What follows belongs to an exercise in optimizing a design on an open flow for small area and few clock cycles per item; a production flow would make more cautious choices.
The RTL was checked by simulation tests, not by an equivalence proof against the original design.

### flow/config.mk
export PLATFORM = sky130hd
export DESIGN_NAME = ex_stage
export DESIGN_NICKNAME = ex_stage
export VERILOG_FILES = /design/flow/design.v
export SDC_FILE = /design/flow/constraint.sdc
export NUM_CORES = 4
export LEC_CHECK = 0
export CAP_MARGIN = 20
export CORE_MARGIN = 2
export CORE_UTILIZATION = 40
export SLEW_MARGIN = 20
### flow/constraint.sdc
create_clock -name core_clock -period 7.5 [get_ports {iw_clk}]
set_input_delay 1.5000 -clock core_clock [delete_from_list [all_inputs] [get_ports {iw_clk}]]
set_output_delay 1.5000 -clock core_clock [all_outputs]
set_load 0.01 [all_outputs]
### flow/design.v
package ex_pkg;
    localparam int DATA_W  = 32;
    localparam int IMM_W   = 12;
    localparam int SHAMT_W = 5;   
    localparam logic [5:0] OPC_MOVU  = 6'h00;
    localparam logic [5:0] OPC_ADDU  = 6'h01;
    localparam logic [5:0] OPC_SUBU  = 6'h02;
    localparam logic [5:0] OPC_ANDU  = 6'h03;
    localparam logic [5:0] OPC_ORU   = 6'h04;
    localparam logic [5:0] OPC_XORU  = 6'h05;
    localparam logic [5:0] OPC_SHLU  = 6'h06;
    localparam logic [5:0] OPC_SHRU  = 6'h07;
    localparam logic [5:0] OPC_CMPU  = 6'h09;
    localparam logic [5:0] OPC_ADDS  = 6'h0A;
    localparam logic [5:0] OPC_SUBS  = 6'h0B;
    localparam logic [5:0] OPC_SHRS  = 6'h0C;
    localparam logic [5:0] OPC_CMPS  = 6'h0D;
    localparam logic [5:0] OPC_JCCU  = 6'h0E;
    localparam logic [5:0] OPC_MOVIU = 6'h10;
    localparam logic [5:0] OPC_ADDIU = 6'h11;
    localparam logic [5:0] OPC_ADDIS = 6'h12;
    localparam logic [5:0] OPC_BCCIS = 6'h13;
    localparam logic [3:0] CC_RA = 4'h0;
    localparam logic [3:0] CC_EQ = 4'h1;
    localparam logic [3:0] CC_NE = 4'h2;
    localparam logic [3:0] CC_LT = 4'h3;
    localparam logic [3:0] CC_GT = 4'h4;
    localparam logic [3:0] CC_GE = 4'h5;
    localparam logic [3:0] CC_LE = 4'h6;
    localparam logic [3:0] CC_BT = 4'h7;
    localparam logic [3:0] CC_AT = 4'h8;
    localparam logic [3:0] CC_BE = 4'h9;
    localparam logic [3:0] CC_AE = 4'hA;
    localparam int FL_Z = 3;
    localparam int FL_N = 2;
    localparam int FL_C = 1;
    localparam int FL_V = 0;
    localparam logic [3:0] FN_MOV     = 4'd0;
    localparam logic [3:0] FN_ADD     = 4'd1;
    localparam logic [3:0] FN_SUB     = 4'd2;
    localparam logic [3:0] FN_AND     = 4'd3;
    localparam logic [3:0] FN_OR      = 4'd4;
    localparam logic [3:0] FN_XOR     = 4'd5;
    localparam logic [3:0] FN_SHL     = 4'd6;
    localparam logic [3:0] FN_SHR     = 4'd7;
    localparam logic [3:0] FN_SAR     = 4'd8;
    localparam logic [3:0] FN_CMP     = 4'd9;
    localparam logic [3:0] FN_BRANCH  = 4'd10;
    localparam logic [3:0] FN_ILLEGAL = 4'd11;
    localparam int OP_W = 4 + 1 + 4 + 3 * DATA_W;
endpackage
import ex_pkg::*;
module ex_issue (
    input  logic                  iw_clk,
    input  logic                  iw_rst,
    input  logic                  in_req,
    output logic                  in_ack,
    input  logic [5:0]            in_opc,
    input  logic [3:0]            in_cc,
    input  logic [31:0]           in_pc,
    input  logic [31:0]           in_src,
    input  logic [31:0]           in_tgt,
    input  logic [11:0]           in_imm,
    output logic [ex_pkg::OP_W-1:0] q_op,
    output logic                  q_valid,
    input  logic                  q_ready
);
    logic [3:0]        dec_fn;
    logic              dec_sgn;
    logic [DATA_W-1:0] dec_a;
    logic [DATA_W-1:0] imm_zx;
    logic [DATA_W-1:0] imm_sx;
    assign imm_zx = {{(DATA_W-IMM_W){1'b0}}, in_imm};
    assign imm_sx = {{(DATA_W-IMM_W){in_imm[IMM_W-1]}}, in_imm};
    always_comb begin
        dec_fn  = FN_ILLEGAL;
        dec_sgn = 1'b0;
        dec_a   = in_src;
        case (in_opc)
            OPC_MOVU:  dec_fn = FN_MOV;
            OPC_ADDU:  dec_fn = FN_ADD;
            OPC_SUBU:  dec_fn = FN_SUB;
            OPC_ANDU:  dec_fn = FN_AND;
            OPC_ORU:   dec_fn = FN_OR;
            OPC_XORU:  dec_fn = FN_XOR;
            OPC_SHLU:  dec_fn = FN_SHL;
            OPC_SHRU:  dec_fn = FN_SHR;
            OPC_CMPU:  dec_fn = FN_CMP;
            OPC_JCCU:  dec_fn = FN_BRANCH;
            OPC_ADDS:  begin dec_fn = FN_ADD; dec_sgn = 1'b1; end
            OPC_SUBS:  begin dec_fn = FN_SUB; dec_sgn = 1'b1; end
            OPC_SHRS:  begin dec_fn = FN_SAR; dec_sgn = 1'b1; end
            OPC_CMPS:  begin dec_fn = FN_CMP; dec_sgn = 1'b1; end
            OPC_MOVIU: begin dec_fn = FN_MOV; dec_a = imm_zx; end
            OPC_ADDIU: begin dec_fn = FN_ADD; dec_a = imm_zx; end
            OPC_ADDIS: begin dec_fn = FN_ADD; dec_sgn = 1'b1; dec_a = imm_sx; end
            OPC_BCCIS: begin dec_fn = FN_BRANCH; dec_a = imm_sx; end
            default:   dec_fn = FN_ILLEGAL;
        endcase
    end
    always_ff @(posedge iw_clk or posedge iw_rst) begin
        if (iw_rst) begin
            q_valid <= 1'b0;
            in_ack  <= 1'b0;
        end else if (!q_valid && !in_ack && in_req) begin
            q_valid <= 1'b1;   
        end else if (q_valid && q_ready) begin
            q_valid <= 1'b0;
            in_ack  <= 1'b1;   
        end else if (in_ack && !in_req) begin
            in_ack  <= 1'b0;
        end
    end
    always_ff @(posedge iw_clk) begin
        if (!q_valid && !in_ack && in_req) begin
            q_op <= {dec_fn, dec_sgn, in_cc, in_pc, dec_a, in_tgt};
        end
    end
endmodule
import ex_pkg::*;
module ex_op_queue #(
    parameter int FIFO_DEPTH = 4
) (
    input  logic                    iw_clk,
    input  logic                    iw_rst,
    input  logic [ex_pkg::OP_W-1:0] wr_op,
    input  logic                    wr_valid,
    output logic                    wr_ready,
    output logic [ex_pkg::OP_W-1:0] rd_op,
    output logic                    rd_valid,
    input  logic                    rd_ready
);
    localparam int PTR_W = $clog2(FIFO_DEPTH);
    logic [OP_W-1:0]  mem [FIFO_DEPTH];
    logic [PTR_W-1:0] wr_ptr;
    logic [PTR_W-1:0] rd_ptr;
    logic [PTR_W:0]   count;
    logic             push;
    logic             pop;
    assign wr_ready = (count != FIFO_DEPTH[PTR_W:0]);
    assign rd_valid = (count != '0);
    assign rd_op    = mem[rd_ptr];
    assign push = wr_valid && wr_ready;
    assign pop  = rd_valid && rd_ready;
    always_ff @(posedge iw_clk or posedge iw_rst) begin
        if (iw_rst) begin
            wr_ptr <= '0;
            rd_ptr <= '0;
            count  <= '0;
        end else begin
            if (push) begin
                wr_ptr <= wr_ptr + 1'b1;   
            end
            if (pop) begin
                rd_ptr <= rd_ptr + 1'b1;
            end
            case ({push, pop})
                2'b10:   count <= count + 1'b1;
                2'b01:   count <= count - 1'b1;
                default: count <= count;
            endcase
        end
    end
    always_ff @(posedge iw_clk) begin
        if (push) begin
            mem[wr_ptr] <= wr_op;
        end
    end
endmodule
import ex_pkg::*;
module ex_alu (
    input  logic                    iw_clk,
    input  logic                    iw_rst,
    input  logic [ex_pkg::OP_W-1:0] q_op,
    input  logic                    q_valid,
    output logic                    q_ready,
    output logic                    out_req,
    input  logic                    out_ack,
    output logic [31:0]             out_result,
    output logic [3:0]              out_flags,
    output logic                    out_branch_taken,
    output logic [31:0]             out_branch_pc
);
    logic [3:0]        op_fn;
    logic              op_sgn;
    logic [3:0]        op_cc;
    logic [DATA_W-1:0] op_pc;
    logic [DATA_W-1:0] a;
    logic [DATA_W-1:0] b;
    logic [DATA_W-1:0] sum;
    logic [DATA_W-1:0] diff;
    logic [DATA_W-1:0] res;
    logic [3:0]        fl_nxt;
    logic              add_ovf;
    logic              sub_ovf;
    logic              sh_big;
    logic              is_shift;
    logic              writes_z;
    logic              cc_true;
    logic              taken;
    logic              pop;
    assign {op_fn, op_sgn, op_cc, op_pc, a, b} = q_op;
    assign sum  = a + b;
    assign diff = b - a;   
    assign add_ovf = (a[DATA_W-1] == b[DATA_W-1]) && (sum[DATA_W-1] != a[DATA_W-1]);
    assign sub_ovf = (a[DATA_W-1] != b[DATA_W-1]) && (diff[DATA_W-1] != b[DATA_W-1]);
    assign sh_big  = |a[DATA_W-1:SHAMT_W];
    assign is_shift = (op_fn == FN_SHL) || (op_fn == FN_SHR) || (op_fn == FN_SAR);
    assign writes_z = (op_fn == FN_MOV) || (op_fn == FN_ADD) || (op_fn == FN_SUB) ||
                      (op_fn == FN_AND) || (op_fn == FN_OR) || (op_fn == FN_XOR) || is_shift;
    always_comb begin
        res    = '0;
        fl_nxt = out_flags;   
        case (op_fn)
            FN_MOV: res = a;
            FN_ADD: begin
                res = sum;
                if (op_sgn) begin
                    fl_nxt[FL_N] = sum[DATA_W-1];
                    fl_nxt[FL_V] = add_ovf;
                end else begin
                    fl_nxt[FL_C] = (sum < a);
                end
            end
            FN_SUB: begin
                res = diff;
                if (op_sgn) begin
                    fl_nxt[FL_N] = diff[DATA_W-1];
                    fl_nxt[FL_V] = sub_ovf;
                end else begin
                    fl_nxt[FL_C] = (b < a);
                end
            end
            FN_AND: res = a & b;
            FN_OR:  res = a | b;
            FN_XOR: res = a ^ b;
            FN_SHL: res = sh_big ? '0 : b << a[SHAMT_W-1:0];
            FN_SHR: res = sh_big ? '0 : b >> a[SHAMT_W-1:0];
            FN_SAR: res = sh_big ? '0 : DATA_W'($signed(b) >>> a[SHAMT_W-1:0]);
            FN_CMP: begin
                fl_nxt[FL_Z] = (a == b);
                if (op_sgn) begin
                    fl_nxt[FL_N] = diff[DATA_W-1];
                    fl_nxt[FL_V] = sub_ovf;
                end else begin
                    fl_nxt[FL_C] = (b < a);
                end
            end
            FN_BRANCH: res = '0;
            default: fl_nxt = '0;   
        endcase
        if (writes_z) begin
            fl_nxt[FL_Z] = (res == '0);
        end
        if (is_shift) begin
            fl_nxt[FL_V] = sh_big;
        end
        if (op_fn == FN_SAR) begin
            fl_nxt[FL_N] = res[DATA_W-1];
        end
    end
    always_comb begin
        case (op_cc)
            CC_RA:   cc_true = 1'b1;
            CC_EQ:   cc_true = out_flags[FL_Z];
            CC_NE:   cc_true = !out_flags[FL_Z];
            CC_LT:   cc_true = out_flags[FL_N] ^ out_flags[FL_V];
            CC_GT:   cc_true = !out_flags[FL_Z] && !(out_flags[FL_N] ^ out_flags[FL_V]);
            CC_GE:   cc_true = !(out_flags[FL_N] ^ out_flags[FL_V]);
            CC_LE:   cc_true = out_flags[FL_Z] || (out_flags[FL_N] ^ out_flags[FL_V]);
            CC_BT:   cc_true = out_flags[FL_C];
            CC_AT:   cc_true = !out_flags[FL_C] && !out_flags[FL_Z];
            CC_BE:   cc_true = out_flags[FL_C] || out_flags[FL_Z];
            CC_AE:   cc_true = !out_flags[FL_C];
            default: cc_true = 1'b0;
        endcase
    end
    assign taken = (op_fn == FN_BRANCH) && cc_true;
    assign q_ready = !out_req && !out_ack;   
    assign pop     = q_valid && q_ready;
    always_ff @(posedge iw_clk or posedge iw_rst) begin
        if (iw_rst) begin
            out_req   <= 1'b0;
            out_flags <= '0;
        end else if (pop) begin
            out_req   <= 1'b1;
            out_flags <= fl_nxt;
        end else if (out_req && out_ack) begin
            out_req   <= 1'b0;
        end
    end
    always_ff @(posedge iw_clk) begin
        if (pop) begin
            out_result       <= res;
            out_branch_taken <= taken;
            out_branch_pc    <= taken ? op_pc + a : '0;
        end
    end
endmodule
module ex_stage #(
    parameter int FIFO_DEPTH = 4
) (
    input  logic        iw_clk,
    input  logic        iw_rst,
    input  logic        in_req,
    output logic        in_ack,
    input  logic [5:0]  in_opc,
    input  logic [3:0]  in_cc,
    input  logic [31:0] in_pc,
    input  logic [31:0] in_src,
    input  logic [31:0] in_tgt,
    input  logic [11:0] in_imm,
    output logic        out_req,
    input  logic        out_ack,
    output logic [31:0] out_result,
    output logic [3:0]  out_flags,
    output logic        out_branch_taken,
    output logic [31:0] out_branch_pc
);
    logic [ex_pkg::OP_W-1:0] in_op;    
    logic                    in_valid;
    logic                    in_ready;
    logic [ex_pkg::OP_W-1:0] alu_op;   
    logic                    alu_valid;
    logic                    alu_ready;
    ex_issue u_issue (
        .iw_clk  (iw_clk),
        .iw_rst  (iw_rst),
        .in_req  (in_req),
        .in_ack  (in_ack),
        .in_opc  (in_opc),
        .in_cc   (in_cc),
        .in_pc   (in_pc),
        .in_src  (in_src),
        .in_tgt  (in_tgt),
        .in_imm  (in_imm),
        .q_op    (in_op),
        .q_valid (in_valid),
        .q_ready (in_ready)
    );
    ex_op_queue #(
        .FIFO_DEPTH (FIFO_DEPTH)
    ) u_queue (
        .iw_clk   (iw_clk),
        .iw_rst   (iw_rst),
        .wr_op    (in_op),
        .wr_valid (in_valid),
        .wr_ready (in_ready),
        .rd_op    (alu_op),
        .rd_valid (alu_valid),
        .rd_ready (alu_ready)
    );
    ex_alu u_alu (
        .iw_clk           (iw_clk),
        .iw_rst           (iw_rst),
        .q_op             (alu_op),
        .q_valid          (alu_valid),
        .q_ready          (alu_ready),
        .out_req          (out_req),
        .out_ack          (out_ack),
        .out_result       (out_result),
        .out_flags        (out_flags),
        .out_branch_taken (out_branch_taken),
        .out_branch_pc    (out_branch_pc)
    );
endmodule
### flow/run.sh
#!/bin/bash
# synth_recipe.tcl (not shown) runs the flow's synth.tcl, then flattens the netlist and writes it again
# the make line also repeats each setting of config.mk as NAME=value (left out here)
make -C /OpenROAD-flow-scripts/flow DESIGN_CONFIG=/design/flow/config.mk WORK_HOME=/design/flow/orfs CLKGATE_MAP_FILE= SYNTH_SCRIPT=/design/flow/synth_recipe.tcl finish
==> results_dict.tcl <==
set metrics [dict create \
    status "timing/DRC/antenna clean" \
    async_reset_ff_share_pct 2.32 \
    root_buffer "clkbuf_16" \
    hold_viol_final 0 \
    postCtsResizedCells 0 \
    use_met1_pct 37.6 \
    port_buffers 192 \
    synth_top_area_share_pct 52.5 \
    drcViolationCount 0 \
    grt_pass1_vias 23825 \
    worstPathRequired_ps 8030 \
    via_count 24301 \
    met3_usage_pct 4.06 \
    critPathMaxFanout 25 \
    synth.distinct_cells 95 \
    cts.path.max_buffers 3 \
    viasPerCell 6.10 \
    initial_utilization_pct 40.4 \
    design.core.area_sq_um 83600 \
    clkSinkCount 604 \
    cts_tree "yes" \
    grt_util_met2_pct 41.8 \
    design.die.area_sq_um 86700 \
    ys_ff_latch 604 \
    rsz0062_at_grt "false" \
    diodes 0 \
    min_period_ps 6820 \
    instances_no_fill 3985 \
    arrival_ps 7350 \
    syn_nets 2977 \
    grtUsageTotal_pct 26.7 \
    avgSynthCellArea_sq_um 12.6 \
    crit_path_end_kind "register" \
    synth_flop_cell "edfxtp_1" \
    syn_to_final_growth_pct 15.6 \
    hold_class "register to register" \
    drive_gt1_share_pct 13.4 \
    yosys.area.top_type "edfxtp_1" \
    antenna_found_initial 2 \
    dp_cells 3867 \
    clock_latency_ps 630 \
    fill_cells 7492 \
    busiest_layer "met2" \
    synth-compound-area-share_pct 13.3 \
    cts_setup_buffers 0 \
    synth_fa_ha_area_share_pct 6.80 \
    crit_top_cell "a21oi_1" \
    period_share_pct 91.0 \
    final-setup-viol-count 0 \
    num_rows 106 \
    finClkSkew_ps 44.9 \
    worstSetupStartpointType "register" \
    cts_hold_buf 0 \
    cts_buffers 66 \
    hold_slack_ps 482 \
    dr.pass1.iters 7 \
    globalplace.congestion 0.979 \
    critPathSlowestCell "mux4_1" \
    drv_slew 0 \
    synth_seq_area_share_pct 53.6 \
    detail-route-antenna-nets 0 \
    drt_iter0_drc 2771 \
    fp.dieH_um 294 \
    die_w_um 294 \
    synthCells 2674 \
    synth_edf_count 590 \
    relSlewSlack_pct 21.0 \
    crit_path_max_incr_delay_ps 820 \
    hpwl_mm 85.9 \
    grt_overflow 0 \
    fmax_mhz 147 \
    grt_start_max_net_pins 106 \
    synthMuxAreaShare_pct 11.9 \
    wl_per_cell_um 29.2 \
    maxCapViolations 0 \
    nets 3158 \
    synth_top_family_by_area "compound AO/OA/AOI/OAI gates" \
    pin_count 193 \
    synthTopCellsByArea "edfxtp_1 53%, mux4_2 7.0%, ha_1 6.6%" \
    clk_pin_slew_ps 60 \
    path_class "register to register" \
    synth_xor_area_share_pct 1.79 \
    grt_pass1_wl_mm 168 \
    wl_mm 116 \
    tns_ps 0 \
    tightest_slew_ps 1160 \
    synthesis.area_sq_um 33700 \
    synth-simple-area-share_pct 9.00 \
    yosysWarnings 3 \
    htreeDepth 3 \
]
final cells by class:
| class | count | area (sq um) | share of cell area, % |
|---|---|---|---|
| Clock inverter | 35 | 357 | 0.914 |
| Tap cell | 1080 | 1350 | 3.46 |
| Timing Repair Buffer | 266 | 2530 | 6.48 |
| Multi-Input combinational cell | 1799 | 14500 | 37.2 |
| Sequential cell | 604 | 18100 | 46.3 |
| Clock buffer | 83 | 1740 | 4.45 |
| Inverter | 118 | 452 | 1.16 |
logic make-up after synthesis:
family	count (synthesis)
compound gates	664
simple gates	627
flops	604
buf+inv	271
mux	258
fa+ha+maj	181
xor+xnor	69
through the flow:
stage	cell area (sq um)	setup WS, ps	utilization, %
6_report	39000	678	46.7
4_1_cts	39000	797	46.7
2_1_floorplan	33700	680	-
5_1_grt	39000	258	46.7
3_3_place_gp	36900	811	44.2
3_5_place_dp	36900	825	44.2
synthesized netlist by cell type (9+ instances only):
master      n
edfxtp_1  590
nor2_1    194
ha_1      177
nand2_1   149
a21oi_1   145
o21ai_0   125
inv_1     113
mux4_2    105
clkbuf_1   90
mux2i_1    86
mux2_2     62
a21o_1     57
xnor2_1    48
nor3_1     46
nand2b_1   38
nand3_1    37
o22ai_1    33
nor2b_1    32
a211oi_1   28
a22oi_1    27
o211ai_1   26
a31oi_1    23
buf_2      21
xor2_1     21
buf_1      18
o221ai_1   18
nand4_1    17
o21bai_1   17
or3_1      17
a221o_1    16
o21a_1     16
a221oi_1   15
and3_1     15
buf_6      15
dfrtp_1    14
nor4_1     14
o31ai_1    14
or2_2      13
and2_1      9
or4_1       9
flip-flops by register name, indices dropped and copies added, names as in the netlist:
name,flops
u_queue.count,3
u_issue.q_op,105
u_queue.rd_ptr,2
u_alu.out_flags,4
u_alu.out_branch_taken,1
u_issue.in_ack,1
u_queue.mem,420
u_alu.out_result,32
u_queue.wr_ptr,2
u_alu.out_req,1
u_alu.out_branch_pc,32
u_issue.q_valid,1
worst max-delay path: cells and delay by family, from the launching register on:
family / cells / cell delay, ps
AOI/OAI and AO/OA: 15 / 3400
muxes: 1 / 820
DFF: 1 / 720
and+or+nand+nor: 7 / 690
buffers and inverters: 2 / 500
adders and majority gates: 2 / 450
xor gates and xnor gates: 1 / 100
final timing paths:
kind / slack (ps) / endpoint / from / cells after the start
max: 680 / u_alu.out_flags[1]$_DFFE_PP0P_ / u_queue.rd_ptr[0]$_DFFE_PP0P_ / 28
min: 480 / u_queue.mem[2][3]$_DFFE_PP_ / u_issue.q_op[3]$_DFFE_PP_ / 0
max reg2reg: 680 / u_alu.out_flags[1]$_DFFE_PP0P_ / u_queue.rd_ptr[0]$_DFFE_PP0P_ / 28
min reg2reg: 480 / u_queue.mem[2][3]$_DFFE_PP_ / u_issue.q_op[3]$_DFFE_PP_ / 0
max in group asynchronous: 5340 / u_queue.rd_ptr[0]$_DFFE_PP0P_ / iw_rst / 2
min in group asynchronous: 1410 / u_issue.in_ack$_DFFE_PP0P_ / iw_rst / 2
placed cells by master, fill, tap and decap left out, drive strengths merged, types with 47 or more instances in the layout:
cell type	netlist	routed
nor3	47	47
a21o	57	57
xnor2	48	48
nor2	198	198
a21oi	146	146
inv	116	120
ha	177	177
clkdlybuf4s50	0	192
mux4	106	106
buf	62	74
o21ai	126	126
clkbuf	91	83
mux2i	86	86
edfxtp	590	590
nand2	151	151
mux2	66	66
per-layer routing:
layer  routed length (um)  up-vias
met5                    0        -
met4                 4700        0
met3                 7700      215
met2                53000     1104
met1                51000    12240
li1                     -    10742
Testbench counts, summed over its fixed seeds: cycles 7,210, items 2,400.

static timing again, ports no longer ideal:
The flow's constraints put no driver on any port. The routed layout listed below was extracted and timed again, unchanged, in two steps.
Step 1 assumes that a clkbuf_16 drives the clock port and a buf_2 every other input.
Step 2 also shifts input and output timing later by t, the mid clock arrival at the registers, as if the neighbouring blocks saw the same clock.
Three values: ideal ports, drivers, drivers and shift; two values: the first two.
t, ns: 0.669
slack for setup (ns): 0.678 / 0.678 / 0.678
worst setup path after step 2: register to register
clock arrival spread, ns: 0.045 / 0.045
After both steps setup and hold are still met in this run. For this run, drivers alone change the setup slack by 0.000 ns; drivers and shift together by 0.000 ns.
